What follows belongs to an exercise in optimizing a design on an open flow for a short achievable clock period and few clock cycles per item; a production flow would make more cautious choices.
At most, simulation tests tie the RTL to the original design; equivalence was not proved.
No activity file was given, so power comes from the tool's default toggle rates.

==> flow/design.v <==
module conv_requant_packer #(
  parameter int DATA_WIDTH = 8,
  parameter int ACC_WIDTH  = 32,
  parameter int BUS_WIDTH  = 128,
  parameter int ADDR_WIDTH = 18
) (
  input  logic                  clk,
  input  logic                  rst,
  input  logic                  start,
  input  logic [ADDR_WIDTH-1:0] cfg_base_addr,
  input  logic [15:0]           cfg_scale,
  input  logic [4:0]            cfg_shift,
  input  logic [1:0]            cfg_act_mode,
  input  logic [DATA_WIDTH-1:0] cfg_clip_max,
  output logic                  busy,
  output logic                  done,
  input  logic                  in_valid,
  output logic                  in_ready,
  input  logic [ACC_WIDTH-1:0]  in_acc,
  input  logic [ACC_WIDTH-1:0]  in_bias,
  input  logic                  in_last,
  output logic                  out_valid,
  input  logic                  out_ready,
  output logic [ADDR_WIDTH-1:0] out_addr,
  output logic [BUS_WIDTH-1:0]  out_data,
  output logic                  out_last,
  output logic [15:0]           sat_count
);
  localparam int PW = 48;                        
  localparam int NB = 9;                         
  function automatic logic [2*PW-1:0] csa(input logic [PW-1:0] a, input logic [PW-1:0] b,
                                          input logic [PW-1:0] c);
    logic [PW-1:0] s, cy;
    s   = a ^ b ^ c;
    cy  = ((a & b) | (a & c) | (b & c)) << 1;
    csa = {cy, s};
  endfunction
  function automatic logic [11:0] window(input logic [PW-1:0] p, input logic [31:0] sh_oh,
                                         input logic [PW-1:0] fmask);
    logic [PW:0] p2;
    logic [9:0]  w;
    logic        fit;
    p2 = {p, 1'b0};
    for (int j = 0; j < 10; j++) w[j] = |(sh_oh & p2[j +: 32]);
    fit = &(~(p ^ {PW{p[PW-1]}}) | ~fmask);
    window = {p[PW-1], fit, w};
  endfunction
  logic busy_q, done_q, run_q, in_ready_q, first_q;
  logic [5:0] cnt_q;                    
  logic start_ok, accept, pop, out_free;
  logic [5:0] cnt_d;
  logic run_d;
  logic out_valid_q, out_last_q;
  logic idle_q, inrn_q, ovn_q;
  assign start_ok = start & idle_q;
  assign accept   = in_valid & ~inrn_q;
  assign pop      = ~ovn_q & out_ready;
  assign out_free = ovn_q | out_ready;
  assign busy     = busy_q;
  assign done     = done_q;
  assign in_ready = in_ready_q;
  logic room00, room10, room01, room11, room;
  always_comb begin
    case ({accept, pop})
      2'b10:   cnt_d = cnt_q + 6'd1;
      2'b01:   cnt_d = cnt_q - 6'd16;
      2'b11:   cnt_d = cnt_q - 6'd15;
      default: cnt_d = cnt_q;
    endcase
    if (start_ok) cnt_d = '0;
    room00 = (cnt_q <= 6'd31);
    room10 = (cnt_q <= 6'd30);
    room01 = (cnt_q >= 6'd16) && (cnt_q <= 6'd47);
    room11 = (cnt_q >= 6'd15) && (cnt_q <= 6'd46);
    case ({accept, pop})
      2'b10:   room = room10;
      2'b01:   room = room01;
      2'b11:   room = room11;
      default: room = room00;
    endcase
    run_d = start_ok | (run_q & ~(accept & in_last));
  end
  logic in_ready_d, hlast_q;
  assign in_ready_d = start_ok | (run_q & ~(accept & in_last) & room);
  always_ff @(posedge clk) begin
    if (rst) begin
      busy_q     <= 1'b0;
      idle_q     <= 1'b1;
      done_q     <= 1'b0;
      run_q      <= 1'b0;
      in_ready_q <= 1'b0;
      inrn_q     <= 1'b1;
      first_q    <= 1'b0;
      cnt_q      <= '0;
    end else begin
      busy_q     <= start_ok | (~idle_q & ~done_q);
      idle_q     <= ~start_ok & (idle_q | done_q);
      done_q     <= pop & hlast_q;
      run_q      <= run_d;
      in_ready_q <= in_ready_d;
      inrn_q     <= ~in_ready_d;
      first_q    <= start_ok;
      cnt_q      <= cnt_d;
    end
  end
  logic [15:0] scale_q;
  logic [4:0]  shift_q;
  logic [1:0]  mode_q;
  logic [7:0]  clip_q;
  always_ff @(posedge clk) begin
    if (idle_q) begin
      scale_q <= cfg_scale;
      shift_q <= cfg_shift;
      mode_q  <= cfg_act_mode;
      clip_q  <= cfg_clip_max;
    end
  end
  logic [NB-1:0] bneg_q, bone_q, btwo_q;
  logic [PW-1:0] fmask_q;                
  logic [31:0]   shoh_q;                 
  logic signed [9:0] hi_q, him1_q, lo_q, lom1_q;
  logic [7:0]    hib_q, lob_q;
  logic [PW-1:0] pmax_q, pmin_q;         
  logic [11:0]   wmax_q, wmin_q;         
  always_ff @(posedge clk) begin
    logic [17:0] y;
    logic signed [7:0] lo8, hi8;
    y = {2'b00, scale_q};
    for (int i = 0; i < NB; i++) begin
      logic ym1, y0, y1;
      ym1 = (i == 0) ? 1'b0 : y[2*i-1];
      y0  = y[2*i];
      y1  = y[2*i+1];
      bneg_q[i] <= y1 & ~(y0 & ym1);
      bone_q[i] <= y0 ^ ym1;
      btwo_q[i] <= (y1 & ~y0 & ~ym1) | (~y1 & y0 & ym1);
    end
    for (int k = 0; k < PW; k++) fmask_q[k] <= (k >= int'(shift_q) + 8);
    for (int k = 0; k < 32; k++) shoh_q[k] <= (k == int'(shift_q));
    case (mode_q)
      2'd1: begin lo8 = 8'sd0; hi8 = 8'sd127; end
      2'd2: begin
        if ($signed(clip_q) < 0) begin lo8 = $signed(clip_q); hi8 = $signed(clip_q); end
        else begin lo8 = 8'sd0; hi8 = $signed(clip_q); end
      end
      default: begin lo8 = -8'sd128; hi8 = 8'sd127; end
    endcase
    hi_q   <= 10'(hi8);
    him1_q <= 10'(hi8) - 10'sd1;
    lo_q   <= 10'(lo8);
    lom1_q <= 10'(lo8) - 10'sd1;
    hib_q  <= hi8;
    lob_q  <= lo8;
    pmax_q <= {1'b0, scale_q, 31'd0} - {32'd0, scale_q};
    pmin_q <= '0 - {1'b0, scale_q, 31'd0};
    wmax_q <= window(pmax_q, shoh_q, fmask_q);
    wmin_q <= window(pmin_q, shoh_q, fmask_q);
  end
  logic        v0, l0;
  logic [31:0] a0, b0;
  always_ff @(posedge clk) begin
    a0 <= in_acc;
    b0 <= in_bias;
    l0 <= in_last;
  end
  logic        v1, l1, ovf1, neg1;
  logic [31:0] x1;
  always_ff @(posedge clk) begin
    logic [32:0] s;
    s    = {a0[31], a0} + {b0[31], b0};
    x1   <= s[31:0];
    ovf1 <= s[32] ^ s[31];
    neg1 <= s[32];
    l1   <= l0;
  end
  logic        v2, l2, ovf2, neg2;
  logic [PW-1:0] r2_0, r2_1, r2_2, r2_3;
  always_ff @(posedge clk) begin
    logic [PW-1:0] m, t0, t1, t2, t3, t4, t5;
    logic [PW-1:0] row [NB];
    for (int i = 0; i < NB; i++) begin
      m = '0;
      if (bone_q[i]) m = PW'($signed(x1));
      if (btwo_q[i]) m = PW'($signed(x1)) << 1;
      if (bneg_q[i]) m = ~m;
      row[i] = m << (2 * i);
      if (i > 0) row[i][2*i-2] = bneg_q[i-1];
    end
    {t1, t0} = csa(row[0], row[1], row[2]);
    {t3, t2} = csa(row[3], row[4], row[5]);
    {t5, t4} = csa(row[6], row[7], row[8]);
    {r2_1, r2_0} <= csa(t0, t1, t2);
    {r2_3, r2_2} <= csa(t3, t4, t5);
    ovf2 <= ovf1;
    neg2 <= neg1;
    l2   <= l1;
  end
  logic        v3, l3, ovf3, neg3;
  logic [PW-1:0] r3_0, r3_1;
  always_ff @(posedge clk) begin
    logic [PW-1:0] t0, t1;
    {t1, t0} = csa(r2_0, r2_1, r2_2);
    {r3_1, r3_0} <= csa(t0, t1, r2_3);
    ovf3 <= ovf2;
    neg3 <= neg2;
    l3   <= l2;
  end
  logic        v4, l4, ovf4, neg4;
  logic [24:0] plo4;
  logic [23:0] phi4_c0, phi4_c1;
  always_ff @(posedge clk) begin
    logic [24:0] h1;
    plo4    <= {1'b0, r3_0[23:0]} + {1'b0, r3_1[23:0]};
    phi4_c0 <= r3_0[47:24] + r3_1[47:24];
    h1       = {r3_0[47:24], 1'b1} + {r3_1[47:24], 1'b1};
    phi4_c1 <= h1[24:1];
    ovf4 <= ovf3;
    neg4 <= neg3;
    l4   <= l3;
  end
  logic        v5, l5;
  logic [11:0] w5;
  always_ff @(posedge clk) begin
    logic [11:0] wc0, wc1;
    wc0 = window({phi4_c0, plo4[23:0]}, shoh_q, fmask_q);
    wc1 = window({phi4_c1, plo4[23:0]}, shoh_q, fmask_q);
    if (ovf4)          w5 <= neg4 ? wmin_q : wmax_q;
    else if (plo4[24]) w5 <= wc1;
    else               w5 <= wc0;
    l5 <= l4;
  end
  logic        v6, l6, sat6;
  logic [7:0]  q6;
  always_ff @(posedge clk) begin
    logic signed [9:0] h;
    logic b, fit, sgn, ge_hi, le_lo, sat_p, sat_n;
    logic [7:0] inc;
    h   = {w5[9], w5[9:1]};
    b   = w5[0];
    fit = w5[10];
    sgn = w5[11];
    inc = h[7:0] + {7'd0, b};
    ge_hi = b ? (h >= him1_q) : (h >= hi_q);
    le_lo = b ? (h <= lom1_q) : (h <= lo_q);
    sat_p = b ? (h >= 10'sd127) : (h >= 10'sd128);
    sat_n = b ? (h <= -10'sd130) : (h <= -10'sd129);
    if (!fit)       q6 <= sgn ? lob_q : hib_q;
    else if (ge_hi) q6 <= hib_q;
    else if (le_lo) q6 <= lob_q;
    else            q6 <= inc;
    sat6 <= ~fit | sat_p | sat_n;
    l6   <= l5;
  end
  always_ff @(posedge clk) begin
    if (rst) begin
      v0 <= 1'b0; v1 <= 1'b0; v2 <= 1'b0; v3 <= 1'b0;
      v4 <= 1'b0; v5 <= 1'b0; v6 <= 1'b0;
    end else begin
      v0 <= accept; v1 <= v0; v2 <= v1; v3 <= v2;
      v4 <= v3; v5 <= v4; v6 <= v5;
    end
  end
  logic [3:0]            idx_q;
  logic [BUS_WIDTH-1:0]  pack_q, out_data_q;
  logic                  pack_full_q, pack_last_q;
  logic [ADDR_WIDTH-1:0] naddr_q, out_addr_q;
  logic                  complete, load_out;
  logic [BUS_WIDTH-1:0]  word;
  assign complete = v6 & ((idx_q == 4'd15) | l6);
  assign load_out = out_free & (pack_full_q | complete);
  always_comb begin
    word = pack_q;
    word[idx_q*8 +: 8] = q6;
  end
  always_ff @(posedge clk) begin
    if (rst) begin
      idx_q       <= '0;
      pack_q      <= '0;
      pack_full_q <= 1'b0;
      pack_last_q <= 1'b0;
    end else if (pack_full_q) begin
      if (out_free) begin
        pack_q      <= '0;
        pack_full_q <= 1'b0;
      end
    end else if (v6) begin
      if (complete) begin
        idx_q <= '0;
        if (out_free) begin
          pack_q <= '0;
        end else begin
          pack_q      <= word;
          pack_full_q <= 1'b1;
          pack_last_q <= l6;
        end
      end else begin
        idx_q  <= idx_q + 4'd1;
        pack_q <= word;
      end
    end
  end
  always_ff @(posedge clk) begin
    if (idle_q)         naddr_q <= cfg_base_addr;
    else if (load_out)  naddr_q <= naddr_q + ADDR_WIDTH'(1);
  end
  logic                  out_valid_d, out_last_d;
  logic [BUS_WIDTH-1:0]  out_data_d, hdata_q;
  logic [ADDR_WIDTH-1:0] haddr_q;
  assign out_valid_d = pack_full_q | complete;
  assign out_last_d  = pack_full_q ? pack_last_q : l6;
  assign out_data_d  = pack_full_q ? pack_q : word;
  always_ff @(posedge clk) begin
    if (out_free) begin
      hdata_q <= out_data_d;
      haddr_q <= naddr_q;
      hlast_q <= out_last_d;
    end
  end
  always_ff @(posedge clk) begin
    if (rst) begin
      out_valid_q <= 1'b0;
      ovn_q       <= 1'b1;
      out_last_q  <= 1'b0;
      out_data_q  <= '0;
      out_addr_q  <= '0;
    end else if (out_free) begin
      out_valid_q <= out_valid_d;
      ovn_q       <= ~out_valid_d;
      out_last_q  <= out_last_d;
      out_data_q  <= out_data_d;
      out_addr_q  <= naddr_q;
    end else begin
      out_last_q  <= hlast_q;
      out_data_q  <= hdata_q;
      out_addr_q  <= haddr_q;
    end
  end
  assign out_valid = out_valid_q;
  assign out_data  = out_data_q;
  assign out_addr  = out_addr_q;
  assign out_last  = out_last_q;
  logic [15:0] sat_cnt_q, satn_q, sat_d, c;
  always_comb begin
    c = ~satn_q;
    sat_d = c;
    if (first_q)                           sat_d = '0;
    else if (v6 && sat6 && c != 16'hFFFF)  sat_d = c + 16'd1;
  end
  always_ff @(posedge clk) begin
    if (rst) begin
      sat_cnt_q <= '0;
      satn_q    <= '1;
    end else begin
      sat_cnt_q <= sat_d;
      satn_q    <= ~sat_d;
    end
  end
  assign sat_count = sat_cnt_q;
endmodule
export LEC_CHECK = 0
export ABC_CLOCK_PERIOD_IN_PS = 1000
export CAP_MARGIN = 20
export CORE_MARGIN = 2
export CORE_UTILIZATION = 55
export CTS_CLUSTER_DIAMETER = 80
export CTS_CLUSTER_SIZE = 30
export SETUP_SLACK_MARGIN = 5
export SLEW_MARGIN = 20
create_clock -name core_clock -period 7.5 [get_ports {clk}]
run.sh (not shown) runs the stock make flow with config.mk's settings and CLKGATE_MAP_FILE= SYNTH_SCRIPT=/design/flow/synth_recipe.tcl, a recipe that flattens the netlist after the stock synthesis.
Rerun with:
--- a/flow/design.v
+++ b/flow/design.v
@@ -106,7 +106,7 @@
   logic [15:0] scale_q;
   logic [4:0]  shift_q;
   logic [1:0]  mode_q;
-  logic [7:0]  clip_q;
+  logic signed [7:0] clip_q;
   always_ff @(posedge clk) begin
     if (idle_q) begin
       scale_q <= cfg_scale;
@@ -140,8 +140,8 @@
     case (mode_q)
       2'd1: begin lo8 = 8'sd0; hi8 = 8'sd127; end
       2'd2: begin
-        if ($signed(clip_q) < 0) begin lo8 = $signed(clip_q); hi8 = $signed(clip_q); end
-        else begin lo8 = 8'sd0; hi8 = $signed(clip_q); end
+        if (clip_q < 0) begin lo8 = clip_q; hi8 = clip_q; end
+        else begin lo8 = 8'sd0; hi8 = clip_q; end
       end
       default: begin lo8 = -8'sd128; hi8 = 8'sd127; end
     endcase
@@ -164,7 +164,7 @@
     l0 <= in_last;
   end
   logic        v1, l1, ovf1, neg1;
-  logic [31:0] x1;
+  logic signed [31:0] x1;
   always_ff @(posedge clk) begin
     logic [32:0] s;
     s    = {a0[31], a0} + {b0[31], b0};
@@ -180,8 +180,8 @@
     logic [PW-1:0] row [NB];
     for (int i = 0; i < NB; i++) begin
       m = '0;
-      if (bone_q[i]) m = PW'($signed(x1));
-      if (btwo_q[i]) m = PW'($signed(x1)) << 1;
+      if (bone_q[i]) m = PW'(x1);
+      if (btwo_q[i]) m = PW'(x1) << 1;
       if (bneg_q[i]) m = ~m;
       row[i] = m << (2 * i);
       if (i > 0) row[i][2*i-2] = bneg_q[i-1];
- critical path depth is unchanged
- register-to-register slack is about the same
- core utilization stays the same
- die area stays the same
- synthesized cell count stays the same
- power stays the same
- first-iteration DRC count does not change
- fmax stays the same
- design area is unchanged
Testbench counts after the change, summed over its fixed seeds: cycles 9,727, items 9,247.
For the first run of this note, only the layout was checked, not whether the RTL still works.

## static timing again, ports no longer ideal
The flow's constraints put no driver on any port. The routed layouts listed below were extracted and timed again, unchanged, in two steps.
Step 1 assumes that a clkbuf_16 drives the clock port and a buf_2 every other input.
Step 2 adds t to the input delays and takes it off the output delays; t is the mean of the earliest and latest rising clock arrival at the registers after step 1. Input paths then give back, and output paths get back, about the clock's delay inside the block.
Slacks: ideal / step 1 / step 2; pairs: ideal / step 1.
| run | t (ns) | slack for setup (ns) | worst slew at a driven data input, ns |
|---|---|---|---|
| the first run | 0.773 | 4.779 / 4.703 / 4.407 | 0.07 |
| the second run | 0.773 | 4.779 / 4.703 / 4.407 | 0.07 |
After both steps setup and hold are still met in every run listed.
